Context: an optimization exercise on an open-source flow, tuned for small area, a short achievable clock period and few clock cycles. The choices shown serve that exercise and are no tape-out recipe. Function was checked by simulation only, so behaviour that the tests miss may differ from the original. Power figures rest on the tool's default switching activity, not on a simulated workload.

## run 1
## indexed_array_insert_remove
module indexed_array_insert_remove (
  input  logic        clk_i,
  input  logic        rst_ni,
  input  logic        req_valid_i,
  output logic        req_ready_o,
  input  logic [2:0]  req_op_i,
  input  logic [6:0]  req_index_i,
  input  logic [6:0]  req_length_i,
  input  logic [31:0] req_value_i,
  output logic        rsp_valid_o,
  input  logic        rsp_ready_i,
  output logic [1:0]  rsp_status_o,
  output logic [6:0]  rsp_count_o,
  output logic [31:0] rsp_read_value_o
);
Size: ~96 I/O pins, roughly 130000 um^2 of cells after synthesis.
Settings: LEC_CHECK=0, ABC_CLOCK_PERIOD_IN_PS=2000, CAP_MARGIN=20, CELL_PAD_IN_SITES_DETAIL_PLACEMENT=2, CELL_PAD_IN_SITES_GLOBAL_PLACEMENT=2, CORE_MARGIN=5, CORE_UTILIZATION=28, PLACE_DENSITY=0.5, SETUP_SLACK_MARGIN=2.3, SLEW_MARGIN=20; clock period 5.0 ns.
run.sh (not shown) runs the stock make flow with config.mk's settings and CLKGATE_MAP_FILE= SYNTH_SCRIPT=/design/flow/synth_recipe.tcl, a recipe that flattens the netlist after the stock synthesis.
Testbench counts of run 1, summed over its fixed seeds: cycles 5,023.
diff inputs: run 1 => run 2
diff --git a/flow/design.v b/flow/design.v
--- a/flow/design.v
+++ b/flow/design.v
@@ -130,18 +130,19 @@
       dn_next[s-1]  = (len_next == IW'(s));
     end
     dn_next[K-1]  = (len_next >= IW'(K));
     dn_in[K-1]    = (req_data_i.length >= IW'(K));
   end
   logic [SW-1:0]              status;
   logic                       ins_ok, rem_ok, rd_ok;
   logic [CW-1:0]              count_d;
   logic [DEPTH-1:0]           th;
+  logic [DEPTH-1:0]           sel;
   logic                       is_ins, is_rem, is_rd;
   logic                       idx_lt, idx_le, end_le, full, pos_ok;
   logic [IW:0]                end_x;
   logic [CW-1:0]              cnt_inc, cnt_dec;
   assign is_ins = r_at_q || r_frt_q || r_bck_q;
   assign is_rem = r_rem_q;
   assign is_rd  = r_rd_q;
   assign idx_lt = r_idx_q <  IW'(count_q);
   assign idx_le = r_idx_q <= IW'(count_q);
@@ -164,18 +165,21 @@
       if (!idx_lt)      status = iair_pkg::ST_BAD_IDX;
       else if (!end_le) status = iair_pkg::ST_BAD_LEN;
     end
     if (is_rd && !idx_lt) status = iair_pkg::ST_BAD_IDX;
     count_d = ({CW{ins_ok}} & cnt_inc) | ({CW{rem_ok}} & cnt_dec) |
               ({CW{!ins_ok && !rem_ok}} & count_q);
   end
   always_comb begin
     for (int j = 0; j < DEPTH; j++) begin
+      if (r_frt_q)      sel[j] = (j == 0);
+      else if (r_bck_q) sel[j] = IW'(count_q) == IW'(j);
+      else              sel[j] = r_idx_q == IW'(j);
       if (r_frt_q)      th[j] = 1'b1;
       else if (r_bck_q) th[j] = IW'(count_q) <= IW'(j);
       else              th[j] = r_idx_q <= IW'(j);
     end
   end
   logic                       ins;
   logic                       shift;
   logic [K-1:0]               dn;
   logic [K*AW-1:0]            win [DEPTH];
@@ -300,44 +304,57 @@
       r_end_q  <= {1'b0, req_data_i.index} + {1'b0, req_data_i.length};
       r_lenz_q <= (req_data_i.length == '0);
       r_long_q <= (req_data_i.length > IW'(K));
       r_dn_q   <= dn_in;
       r_idx_q <= req_data_i.index;
       r_len_q <= req_data_i.length;
       r_val_q <= req_data_i.value;
     end
     if (rmove) begin
-      q_th_q     <= th;
-      for (int j = 0; j < DEPTH; j++) q_sel_q[j] <= th[j] && !((j > 0) ? th[(j > 0) ? j - 1 : 0] : 1'b0);
       q_dn_q     <= dn_first;
       q_len_q    <= r_len_q;
       q_val_q    <= r_val_q;
       q_rd_q     <= rd_ok;
       q_status_q <= status;
     end else if (qgo) begin
       q_len_q    <= len_next;
       q_dn_q     <= dn_next;
     end
     if (qgo && !q_cont_q) begin
       y_status_q <= q_status_q;
       y_count_q  <= count_q;    
-      for (int j = 0; j < DEPTH; j++) y_sel_q[j] <= q_rd_q && (win_sel[AW-1:0] == AW'(j));
     end
     if (pop) begin
-      if (s_vld_q) begin
-        o_q <= s_q;
-        if (ymove) s_q <= rsp_new;
-      end else if (ymove) begin
+      if (s_vld_q && ymove) s_q <= rsp_new;
+    end else if (ymove) begin
+      if (o_vld_q) s_q <= rsp_new;
+    end
+  end
+  always_ff @(posedge clk_i or negedge rst_ni) begin
+    if (!rst_ni) begin
+      q_th_q  <= '0;
+      q_sel_q <= '0;
+      y_sel_q <= '0;
+      o_q     <= '0;
+    end else begin
+      if (rmove) begin
+        q_th_q  <= th;
+        q_sel_q <= sel;
+      end
+      if (qgo && !q_cont_q) begin
+        for (int j = 0; j < DEPTH; j++) y_sel_q[j] <= q_rd_q && (win_sel[AW-1:0] == AW'(j));
+      end
+      if (pop) begin
+        if (s_vld_q)    o_q <= s_q;
+        else if (ymove) o_q <= rsp_new;
+      end else if (ymove && !o_vld_q) begin
         o_q <= rsp_new;
       end
-    end else if (ymove) begin
-      if (!o_vld_q) o_q <= rsp_new;
-      else          s_q <= rsp_new;
     end
   end
 endmodule
 `timescale 1ns / 1ps
 module indexed_array_insert_remove (
   input  logic        clk_i,
   input  logic        rst_ni,
   input  logic        req_valid_i,
   output logic        req_ready_o,
[summary]
Per the comparison of run 2 with run 1, portion of total power attributed to combinational logic shows a reduction of 16 points, first-pass GRT wire length shows an increase of 5.4%. From run 2 to run 1, sink count of the clock tree did not move at all. Compared to run 1, run 2 has cell count 364 higher. Across both runs, global-route usage was higher for run 2 than for run 1. Against run 1, clock-buffer cell count in run 2 fell by a few percent.
Testbench counts of run 2, summed over its fixed seeds: cycles 5,023.

[re-timing with driven ports]
Ports are ideal in the flow. The routed layouts listed here were re-timed in OpenROAD.
Step 1 assumes that a clkbuf_16 drives the clock port and a buf_2 every other input.
Step 2, shift: input delay + t, output delay - t, t = (earliest + latest rising clock arrival at the registers) / 2. This alone moves slack from input paths to output paths.
a / b / c = no drivers / after step 1 / after step 2; a / b = the first two.
run | t, ns | setup slack, ns | worst setup path at the end
run 1 | 1.075 | 1.760 / 1.760 / 1.489 | input to register
run 2 | 1.112 | 1.939 / 1.939 / 1.570 | input to register
After both steps every run listed still meets setup and hold. The setup slack of run 2, which loses most, moves by 0.000 ns with the drivers and by -0.369 ns with both steps.
